This is an optimization exercise on Yosys and OpenROAD, whose aim is small area, not a production implementation.
Only simulation tests tie the RTL to the original design; equivalence was not proved.
No activity file was given, so power comes from the tool's default toggle rates.

==> design.v <==
package mcu_pkg;
    typedef logic [28-1:0]       inst_t;
    typedef logic [12-1:0]       addr_t;
    typedef logic [(12 + 2)-1:0]        ptr_t;
    typedef logic [64-1:0]       data_t;
    typedef logic [6-1:0] upc_t;
    typedef logic [14-1:0]      uinst_t;
    typedef logic [11-1:0]       loop_t;
    typedef enum logic [1:0] {
        ST_IDLE,
        ST_FETCH,
        ST_DECODE,
        ST_EXEC
    } ctrl_state_t;
endpackage
module inst_decoder (
    input  logic                clk,
    input  logic                rstn,
    input  mcu_pkg::inst_t      inst,
    input  logic                inst_valid,
    input  mcu_pkg::data_t      table_data,
    input  logic                done,
    output mcu_pkg::addr_t      table_addr,
    output logic                table_en,
    output mcu_pkg::ptr_t       a_start,
    output mcu_pkg::ptr_t       b_start,
    output mcu_pkg::ptr_t       c_start,
    output mcu_pkg::ptr_t       d_start,
    output logic                ptr_load,
    output logic [3:0]          wen_sel,
    output logic [2:0]          opcode,
    output mcu_pkg::loop_t      loop_0,
    output mcu_pkg::loop_t      loop_1,
    output logic                exec,
    output logic                macs_signal
);
    mcu_pkg::ctrl_state_t state, next_state;
    mcu_pkg::inst_t       inst_reg;
    logic [2:0]           dec_cnt;
    logic                 dec_last;
    assign opcode   = inst_reg[27:25];
    assign dec_last = (state == mcu_pkg::ST_DECODE) && (dec_cnt == 3'(6 - 1));
    assign ptr_load = dec_last;    
    assign exec     = (state == mcu_pkg::ST_EXEC);
    always_ff @(posedge clk or negedge rstn) begin
        if (!rstn) begin
            state <= mcu_pkg::ST_IDLE;
        end else begin
            state <= next_state;
        end
    end
    always_comb begin
        next_state = state;
        case (state)
            mcu_pkg::ST_IDLE:   next_state = mcu_pkg::ST_FETCH;
            mcu_pkg::ST_FETCH:  if (inst_valid) next_state = mcu_pkg::ST_DECODE;
            mcu_pkg::ST_DECODE: if (dec_last) next_state = mcu_pkg::ST_EXEC;
            mcu_pkg::ST_EXEC:   if (done) next_state = mcu_pkg::ST_IDLE;
            default:            next_state = mcu_pkg::ST_IDLE;
        endcase
    end
    always_ff @(posedge clk or negedge rstn) begin
        if (!rstn) begin
            inst_reg <= '0;
            dec_cnt  <= '0;
        end else begin
            if (state == mcu_pkg::ST_IDLE) begin
                inst_reg <= '0;
            end else if (state == mcu_pkg::ST_FETCH && inst_valid) begin
                inst_reg <= inst;
            end
            dec_cnt <= (state == mcu_pkg::ST_DECODE) ? dec_cnt + 3'd1 : 3'd0;
        end
    end
    always_ff @(posedge clk or negedge rstn) begin
        if (!rstn) begin
            table_addr <= '0;
            table_en   <= 1'b0;
            a_start    <= '0;
            b_start    <= '0;
            c_start    <= '0;
            d_start    <= '0;
            wen_sel    <= '0;
        end else if (state == mcu_pkg::ST_IDLE) begin
            table_addr <= '0;
            table_en   <= 1'b0;
            a_start    <= '0;
            b_start    <= '0;
            c_start    <= '0;
            d_start    <= '0;
            wen_sel    <= '0;
        end else if (state == mcu_pkg::ST_DECODE) begin
            case (dec_cnt)
                3'd0: begin
                    table_addr <= mcu_pkg::addr_t'(inst_reg[24:21]);
                    table_en   <= 1'b1;
                end
                3'd1: table_addr <= mcu_pkg::addr_t'(inst_reg[20:17]);
                3'd2: begin
                    table_addr <= mcu_pkg::addr_t'(inst_reg[16:13]);
                    a_start    <= table_data[(12 + 2)-1:0];
                end
                3'd3: begin
                    b_start  <= table_data[(12 + 2)-1:0];
                    table_en <= 1'b0;
                end
                3'd4: begin
                    c_start <= table_data[(12 + 2)-1:0];
                    d_start <= {table_data[(12 + 2)-1], ~table_data[12],
                                table_data[12-1:0]};   
                end
                3'd5: wen_sel <= 4'b0001 << d_start[(12 + 2)-1:12];
                default: ;
            endcase
        end
    end
    always_ff @(posedge clk or negedge rstn) begin
        if (!rstn) begin
            loop_0      <= '0;
            loop_1      <= '0;
            macs_signal <= 1'b0;
        end else if (state == mcu_pkg::ST_IDLE) begin
            loop_0      <= '0;
            loop_1      <= '0;
            macs_signal <= 1'b0;
        end else if (state == mcu_pkg::ST_DECODE && dec_cnt == 3'd0 && opcode == 3'b100) begin
            loop_0      <= mcu_pkg::loop_t'(inst_reg[11:6]);    
            loop_1      <= mcu_pkg::loop_t'(2);
            macs_signal <= inst_reg[12];
        end
    end
endmodule
module uinst_rom (
    input  logic              clk,
    input  mcu_pkg::upc_t     upc,
    output mcu_pkg::uinst_t   uinst
);
    mcu_pkg::uinst_t word;
    always_comb begin
        word = '0;
        case (upc)
            0: word[0] = 1'b1;    
            4: word[1] = 1'b1;
            4 + 1: word[2] = 1'b1;
            4 + 2: begin
                word[5]    = 1'b1;
                word[7]  = 1'b1;
                word[8]  = 1'b1;
                word[4] = 1'b1;
            end
            4 + 3: begin
                word[6]    = 1'b1;    
                word[9]  = 1'b1;
                word[10]  = 1'b1;
                word[3] = 1'b1;
            end
            4 + 4: word[0] = 1'b1;
            default: word = '0;
        endcase
    end
    always_ff @(posedge clk) begin
        uinst <= word;
    end
endmodule
module useq (
    input  logic              clk,
    input  logic              rstn,
    input  logic              exec,
    input  logic [2:0]        opcode,
    input  mcu_pkg::loop_t    loop_0,
    input  mcu_pkg::loop_t    loop_1,
    input  mcu_pkg::uinst_t   uinst,
    output mcu_pkg::upc_t     upc,
    output logic              inc_a,
    output logic              inc_b,
    output logic              inc_c,
    output logic              inc_d,
    output logic              mac_en,
    output logic              mem_wen,
    output logic              done
);
    logic            exec_q;
    logic            start;
    logic            run;        
    mcu_pkg::upc_t   cur_pc;     
    mcu_pkg::upc_t   loop_start [2];
    mcu_pkg::loop_t  loop_rem [2];
    mcu_pkg::loop_t  loop_cnt [2];
    logic [1:0]      mark;
    logic [1:0]      take;
    assign start       = exec & ~exec_q;
    assign loop_cnt[0] = loop_0;
    assign loop_cnt[1] = loop_1;
    assign mark        = {uinst[2], uinst[1]} & {2{run}};
    assign take[1]     = run & uinst[4] & (loop_rem[1] != '0);
    assign take[0]     = run & uinst[3] & (loop_rem[0] != '0) & ~take[1];
    always_comb begin
        if (start) begin
            upc = (opcode == 3'b100) ? mcu_pkg::upc_t'(4) : '0;
        end else if (!run) begin
            upc = cur_pc;
        end else if (take[1]) begin
            upc = loop_start[1];
        end else if (take[0]) begin
            upc = loop_start[0];
        end else begin
            upc = cur_pc + 1'b1;
        end
    end
    always_ff @(posedge clk or negedge rstn) begin
        if (!rstn) begin
            exec_q <= 1'b0;
            run    <= 1'b0;
            cur_pc <= '0;
            for (int k = 0; k < 2; k++) begin
                loop_start[k] <= '0;
                loop_rem[k]   <= '0;
            end
        end else begin
            exec_q <= exec;
            run    <= start | (run & ~done);
            cur_pc <= upc;
            for (int k = 0; k < 2; k++) begin
                if (mark[k]) begin
                    loop_start[k] <= cur_pc + 1'b1;    
                    loop_rem[k]   <= loop_cnt[k] - 1'b1;
                end else if (take[k]) begin
                    loop_rem[k] <= loop_rem[k] - 1'b1;
                end
            end
        end
    end
    assign inc_a   = run & uinst[7];
    assign inc_b   = run & uinst[8];
    assign inc_c   = run & uinst[9];
    assign inc_d   = run & uinst[10];
    assign mac_en  = run & uinst[5];
    assign mem_wen = run & uinst[6];
    assign done    = run & uinst[0];
endmodule
module agu (
    input  logic            clk,
    input  logic            rstn,
    input  logic            ptr_load,
    input  mcu_pkg::ptr_t   a_start,
    input  mcu_pkg::ptr_t   b_start,
    input  mcu_pkg::ptr_t   c_start,
    input  mcu_pkg::ptr_t   d_start,
    input  logic            inc_a,
    input  logic            inc_b,
    input  logic            inc_c,
    input  logic            inc_d,
    output mcu_pkg::ptr_t   a_ptr,
    output mcu_pkg::ptr_t   b_ptr,
    output mcu_pkg::ptr_t   c_ptr,
    output mcu_pkg::ptr_t   d_ptr
);
    mcu_pkg::ptr_t start_v [4];
    mcu_pkg::ptr_t ptr_q [4];
    logic [3:0]    inc;
    assign start_v[0] = a_start;
    assign start_v[1] = b_start;
    assign start_v[2] = c_start;
    assign start_v[3] = d_start;
    assign inc        = {inc_d, inc_c, inc_b, inc_a};
    always_ff @(posedge clk or negedge rstn) begin
        if (!rstn) begin
            for (int k = 0; k < 4; k++) ptr_q[k] <= '0;
        end else begin
            for (int k = 0; k < 4; k++) begin
                if (ptr_load) begin
                    ptr_q[k] <= start_v[k];
                end else if (inc[k]) begin
                    ptr_q[k][12-1:0] <= ptr_q[k][12-1:0] + 1'b1;   
                end
            end
        end
    end
    assign a_ptr = ptr_q[0];
    assign b_ptr = ptr_q[1];
    assign c_ptr = ptr_q[2];
    assign d_ptr = ptr_q[3];
endmodule
module mem_bus (
    input  mcu_pkg::addr_t  table_addr,
    input  logic            table_en,
    input  mcu_pkg::ptr_t   a_ptr,
    input  mcu_pkg::ptr_t   b_ptr,
    input  mcu_pkg::ptr_t   c_ptr,
    input  mcu_pkg::ptr_t   d_ptr,
    input  mcu_pkg::data_t  rd_data_0,
    input  mcu_pkg::data_t  rd_data_1,
    input  mcu_pkg::data_t  rd_data_2,
    input  mcu_pkg::data_t  rd_data_3,
    output mcu_pkg::addr_t  mem_addr_0,
    output mcu_pkg::addr_t  mem_addr_1,
    output mcu_pkg::addr_t  mem_addr_2,
    output mcu_pkg::addr_t  mem_addr_3,
    output mcu_pkg::data_t  a_data,
    output mcu_pkg::data_t  b_data,
    output mcu_pkg::data_t  c_data
);
    mcu_pkg::ptr_t  ptr_v [4];
    mcu_pkg::addr_t addr_v [4];
    mcu_pkg::data_t rd_v [4];
    assign ptr_v[0] = a_ptr;
    assign ptr_v[1] = b_ptr;
    assign ptr_v[2] = c_ptr;
    assign ptr_v[3] = d_ptr;
    assign rd_v[0]  = rd_data_0;
    assign rd_v[1]  = rd_data_1;
    assign rd_v[2]  = rd_data_2;
    assign rd_v[3]  = rd_data_3;
    always_comb begin
        for (int p = 0; p < 4; p++) begin
            addr_v[p] = '0;
            for (int s = 0; s < 4; s++) begin
                if (ptr_v[s][(12 + 2)-1:12] == 2'(p)) begin
                    addr_v[p] = ptr_v[s][12-1:0];
                end
            end
        end
        if (table_en) addr_v[0] = table_addr;    
    end
    assign mem_addr_0 = addr_v[0];
    assign mem_addr_1 = addr_v[1];
    assign mem_addr_2 = addr_v[2];
    assign mem_addr_3 = addr_v[3];
    assign a_data = rd_v[a_ptr[(12 + 2)-1:12]];
    assign b_data = rd_v[b_ptr[(12 + 2)-1:12]];
    assign c_data = rd_v[c_ptr[(12 + 2)-1:12]];
endmodule
module matrix_ctrl (
    input  logic            clk,
    input  logic            rstn,
    input  mcu_pkg::inst_t  inst,
    input  logic            inst_valid,
    input  mcu_pkg::data_t  mem_rd_data_0,
    input  mcu_pkg::data_t  mem_rd_data_1,
    input  mcu_pkg::data_t  mem_rd_data_2,
    input  mcu_pkg::data_t  mem_rd_data_3,
    output mcu_pkg::addr_t  mem_addr_0,
    output mcu_pkg::addr_t  mem_addr_1,
    output mcu_pkg::addr_t  mem_addr_2,
    output mcu_pkg::addr_t  mem_addr_3,
    output logic            mem_wr_en_0,
    output logic            mem_wr_en_1,
    output logic            mem_wr_en_2,
    output logic            mem_wr_en_3,
    output mcu_pkg::data_t  a_data,
    output mcu_pkg::data_t  b_data,
    output mcu_pkg::data_t  c_data,
    output logic            macs_en,
    output logic            macs_signal,
    output logic            finish
);
    mcu_pkg::addr_t  table_addr;
    logic            table_en;
    mcu_pkg::ptr_t   a_start, b_start, c_start, d_start;
    mcu_pkg::ptr_t   a_ptr, b_ptr, c_ptr, d_ptr;
    logic            ptr_load;
    logic [3:0]      wen_sel;
    logic [2:0]      opcode;
    mcu_pkg::loop_t  loop_0, loop_1;
    logic            exec;
    mcu_pkg::upc_t   upc;
    mcu_pkg::uinst_t uinst;
    logic            inc_a, inc_b, inc_c, inc_d;
    logic            mem_wen;
    assign mem_wr_en_0 = mem_wen & wen_sel[0];
    assign mem_wr_en_1 = mem_wen & wen_sel[1];
    assign mem_wr_en_2 = mem_wen & wen_sel[2];
    assign mem_wr_en_3 = mem_wen & wen_sel[3];
    inst_decoder inst_decoder_inst (
        .clk(clk), .rstn(rstn), .inst(inst), .inst_valid(inst_valid),
        .table_data(mem_rd_data_0), .done(finish),
        .table_addr(table_addr), .table_en(table_en),
        .a_start(a_start), .b_start(b_start), .c_start(c_start), .d_start(d_start),
        .ptr_load(ptr_load), .wen_sel(wen_sel), .opcode(opcode),
        .loop_0(loop_0), .loop_1(loop_1), .exec(exec), .macs_signal(macs_signal)
    );
    useq useq_inst (
        .clk(clk), .rstn(rstn), .exec(exec), .opcode(opcode),
        .loop_0(loop_0), .loop_1(loop_1), .uinst(uinst), .upc(upc),
        .inc_a(inc_a), .inc_b(inc_b), .inc_c(inc_c), .inc_d(inc_d),
        .mac_en(macs_en), .mem_wen(mem_wen), .done(finish)
    );
    uinst_rom uinst_rom_inst (
        .clk(clk), .upc(upc), .uinst(uinst)
    );
    agu agu_inst (
        .clk(clk), .rstn(rstn), .ptr_load(ptr_load),
        .a_start(a_start), .b_start(b_start), .c_start(c_start), .d_start(d_start),
        .inc_a(inc_a), .inc_b(inc_b), .inc_c(inc_c), .inc_d(inc_d),
        .a_ptr(a_ptr), .b_ptr(b_ptr), .c_ptr(c_ptr), .d_ptr(d_ptr)
    );
    mem_bus mem_bus_inst (
        .table_addr(table_addr), .table_en(table_en),
        .a_ptr(a_ptr), .b_ptr(b_ptr), .c_ptr(c_ptr), .d_ptr(d_ptr),
        .rd_data_0(mem_rd_data_0), .rd_data_1(mem_rd_data_1),
        .rd_data_2(mem_rd_data_2), .rd_data_3(mem_rd_data_3),
        .mem_addr_0(mem_addr_0), .mem_addr_1(mem_addr_1),
        .mem_addr_2(mem_addr_2), .mem_addr_3(mem_addr_3),
        .a_data(a_data), .b_data(b_data), .c_data(c_data)
    );
endmodule
==> run.sh <==
#!/bin/bash
# synth_recipe.tcl (not shown) runs the flow's synth.tcl, then flattens the netlist and writes it again
# the make line also repeats each setting of config.mk as NAME=value (left out here)
make -C /OpenROAD-flow-scripts/flow DESIGN_CONFIG=/design/flow/config.mk WORK_HOME=/design/flow/orfs CLKGATE_MAP_FILE= SYNTH_SCRIPT=/design/flow/synth_recipe.tcl finish
==> config.mk <==
export PLATFORM = sky130hd
export DESIGN_NAME = matrix_ctrl
export DESIGN_NICKNAME = matrix_ctrl
export VERILOG_FILES = /design/flow/design.v
export SDC_FILE = /design/flow/constraint.sdc
export NUM_CORES = 4
export LEC_CHECK = 0
export CAP_MARGIN = 20
export CORE_MARGIN = 2
export CORE_UTILIZATION = 40
export PLACE_DENSITY = 0.6
export SETUP_SLACK_MARGIN = 0.15
export SLEW_MARGIN = 20
==> constraint.sdc <==
create_clock -name core_clock -period 3.5 [get_ports {clk}]
set_input_delay 0.7000 -clock core_clock [delete_from_list [all_inputs] [get_ports {clk}]]
set_output_delay 0.7000 -clock core_clock [all_outputs]
set_load 0.01 [all_outputs]
==> notes.md <==
[where the power goes]
part	leakage, nW	internal [mW]	switching (mW)	total (mW)
logic	5.50	2.16	2.23	4.39
clock network	0.329	1.41	0.889	2.29
registers	2.42	2.69	0.672	3.37
[per-layer routing]
layer / vias up / part of all wire, % / global-route usage, % / wire length (um)
met5: - / 0.21 / 0 / 157
li1: 6445 / - / - / -
met4: 26 / 5.1 / 18.7 / 3770
met2: 802 / 48 / 63.1 / 35900
met3: 173 / 10 / 13.0 / 7480
met1: 7398 / 36 / 44.5 / 26800
[kinds of logic after synthesis]
kind of cell    count (synthesis)  share of synthesized area (%)
simple gates                  465                           14.2
compound gates                343                           14.7
mux                           212                           30.5
flops                         189                           31.6
buf+inv                       161                           4.10
xor+xnor                       60                           3.53
fa+ha+maj                      16                           1.34
[worst max-delay path, delay by kind of cell, from the launching register on]
family	cells	cell delay, ps
compound gates	2	490
simple gates	2	350
flops	1	520
buf+inv	2	860
[area by class of cell]
| type | instances | area [um2] |
|---|---|---|
| fillers | 3179 | 15100 |
| multi-input cells | 1096 | 9600 |
| repair buffers | 574 | 5730 |
| flip-flops and latches | 189 | 4730 |
| well taps | 468 | 586 |
| clock buffers | 23 | 478 |
| clock inverters | 9 | 205 |
| inverters | 33 | 124 |
| diodes | 36 | 90.1 |
[final timing paths]
check,slack (ps),end
worst max-delay path,140,mem_addr_1[0]
worst min-delay path,290,agu_inst.ptr_q[2][10]
worst max register to register,780,useq_inst.loop_rem[0][10]
worst min register to register,430,useq_inst.run
max in group asynchronous,2310,useq_inst.loop_rem[0][10]
min in group core_clock,430,useq_inst.run
[metrics by stage]
step           std cells  hold WS (ps)  utilization [%]  cell area (um2)
2_1_floorplan       1446           400                -            14900
3_3_place_gp        2360           421             56.6            20700
3_5_place_dp        2360           422             56.6            20700
4_1_cts             2392           367             58.5            21400
5_1_grt             2416           379             58.8            21500
6_report            2428           286             58.8            21500
[repair_timing]
item | 4_1_cts | 5_1_grt
resized for setup | 7 | 10
setup endpoints to repair | 28 | 60
hold endpoints to repair | 0 | 0
[cells in the mapped netlist (26+ instances only)]
master,n,area [um2]
xnor2_1,30,263
a22o_1,34,298
o21ai_0,75,375
dfrtp_1,184,4600
a21oi_1,133,666
nand2_1,208,781
nor2_1,119,447
a22oi_1,41,308
mux4_2,192,4320
xor2_1,30,263
clkbuf_1,98,368
inv_1,32,120
nor3_1,26,130
==> results.py <==
metrics = {
    "outcome": {
        "status": "finished clean",
    },
    "floorplan": {
        "row_count": 70,
        "dieHeight_um": 197,
        "ioPinCount": 534,
        "initial_core_util_pct": 40.7,
        "die_x_um": 197,
        "die_area_um2": 38800,
        "coreArea_um2": 36600,
    },
    "routing": {
        "drt-total-wl_mm": 74.1,
        "vias_per_cell": 6.11,
        "drt_iter0_markers": 1361,
        "ant_nets": 0,
        "drt-wirelength-per-cell_um": 30.5,
        "vias": 14844,
        "drc": 0,
        "firstDrtPassIters": 6,
    },
    "timing": {
        "rsz0062_at_grt": "yes",
        "fin_worst_skew_ps": 10.2,
        "period_share_pct": 96.0,
        "maxSlewHeadroom_pct": 39.1,
        "setup_violations": 0,
        "worst_slack_ps": 141,
        "final.min_clock_period_ps": 3360,
        "final_hold_viol_count": 0,
        "tightest_slew_ps": 913,
        "tns_ps": 0,
        "finalMaxSlewViolations": 0,
        "fmax_ghz": 0.298,
    },
    "worst_setup_path": {
        "r2r_cells": 6,
        "cp-end-kind": "output pin",
        "critPathLaunchType": "flip-flop",
        "crit_start": "agu_inst.ptr_q[1][12]",
        "worstSetupPathType": "reg -> out",
        "critPathMaxFanout": 12,
        "crit_chain": "nor2b_1, nor3b_1, buf_4, a22oi_1, o21ai_0, clkdlybuf4s50_1",
        "timing.rr.start": "useq_inst.loop_rem[1][8]",
        "cp.required_ps": 2800,
        "worst_path_largest_cell_delay_ps": 630,
        "crit_slowest_cell": "clkdlybuf4s50_1",
        "cp.arrival_ps": 2660,
    },
    "clock_tree": {
        "cts_buffers": 17,
        "hold_buffers": 0,
        "clkTransAtPathRegs_ps": 70,
        "cts_htree_levels": 4,
        "clk_path_buf_depth": 2,
        "clk_latency_ps": 440,
        "postCtsSetupBuffers": 0,
        "cts_root_buf": "clkbuf_16",
        "clock-sinks": 189,
        "cts_tree": "done",
    },
    "hold_path": {
        "hold_path.class": "in -> async",
    },
    "logic_synthesis": {
        "yosys_warnings": 13,
        "syn_area_per_cell_um2": 10.3,
        "ys_seq_elements": 189,
        "synth_edf_count": 0,
        "synthCells": 1446,
        "synthDistinctLibCells": 63,
        "seq_area_frac_synth_pct": 31.6,
        "async_flop_share_pct": 97.4,
        "ys.flop_type": "dfrtp_1",
        "syn_nets": 1749,
        "syn_area_um2": 14900,
    },
    "global_routing": {
        "grt_use_total_pct": 38.2,
        "grt_pass1_wl_mm": 105,
        "grt_pass1_vias": 14465,
        "grt_max_degree": 91,
        "grt-ovfl-total": 0,
        "antenna_found_initial": 67,
    },
    "job": {
        "maxCapViolations": 0,
    },
    "layout": {
        "final_common_cell": "clkdlybuf4s50_1",
        "final_cell_mix": "clkdlybuf4s50_1, nand2_1, mux4_2, dfrtp_1, a21oi_1",
        "nets": 2214,
        "largest_register_ffs": 55,
        "area_delta_synth_final_pct": 44.7,
        "layout-drive-gt1-share_pct": 16.1,
    },
    "placed_design": {
        "gp_congestion": 0.981,
        "dp_slack_ps": 350,
        "hpwlAfterDp_mm": 59.6,
        "portBuffers": 527,
    },
    "pwr": {
        "vdd_drop_max_v": 0.000366,
        "p_per_area_nw_per_um2": 467,
        "report.power.total_mw": 10.1,
        "leakagePower_nw": 8.25,
    },
}

## what the ideal ports hide
In the flow no input, the clock included, has a driving cell. The finished layout below was timed again as built, in two steps. Step 1, drivers: a clkbuf_16 drives clk and a buf_2 each remaining input, both assumed. Step 2 adds t to the input delays and takes it off the output delays; t is the mean of the earliest and latest rising clock arrival at the registers after step 1. Input paths then give back, and output paths get back, about the clock's delay inside the block. a / b / c = ideal / step 1 / step 2; a / b = the first two.
shift t [ns]: 0.486
setup WS [ns]: 0.141 / 0.092 / 0.271
worst setup path at the end: input to output
After both steps setup and hold are still met in this run. For this run, drivers alone change the setup slack by -0.049 ns; drivers and shift together by +0.130 ns.
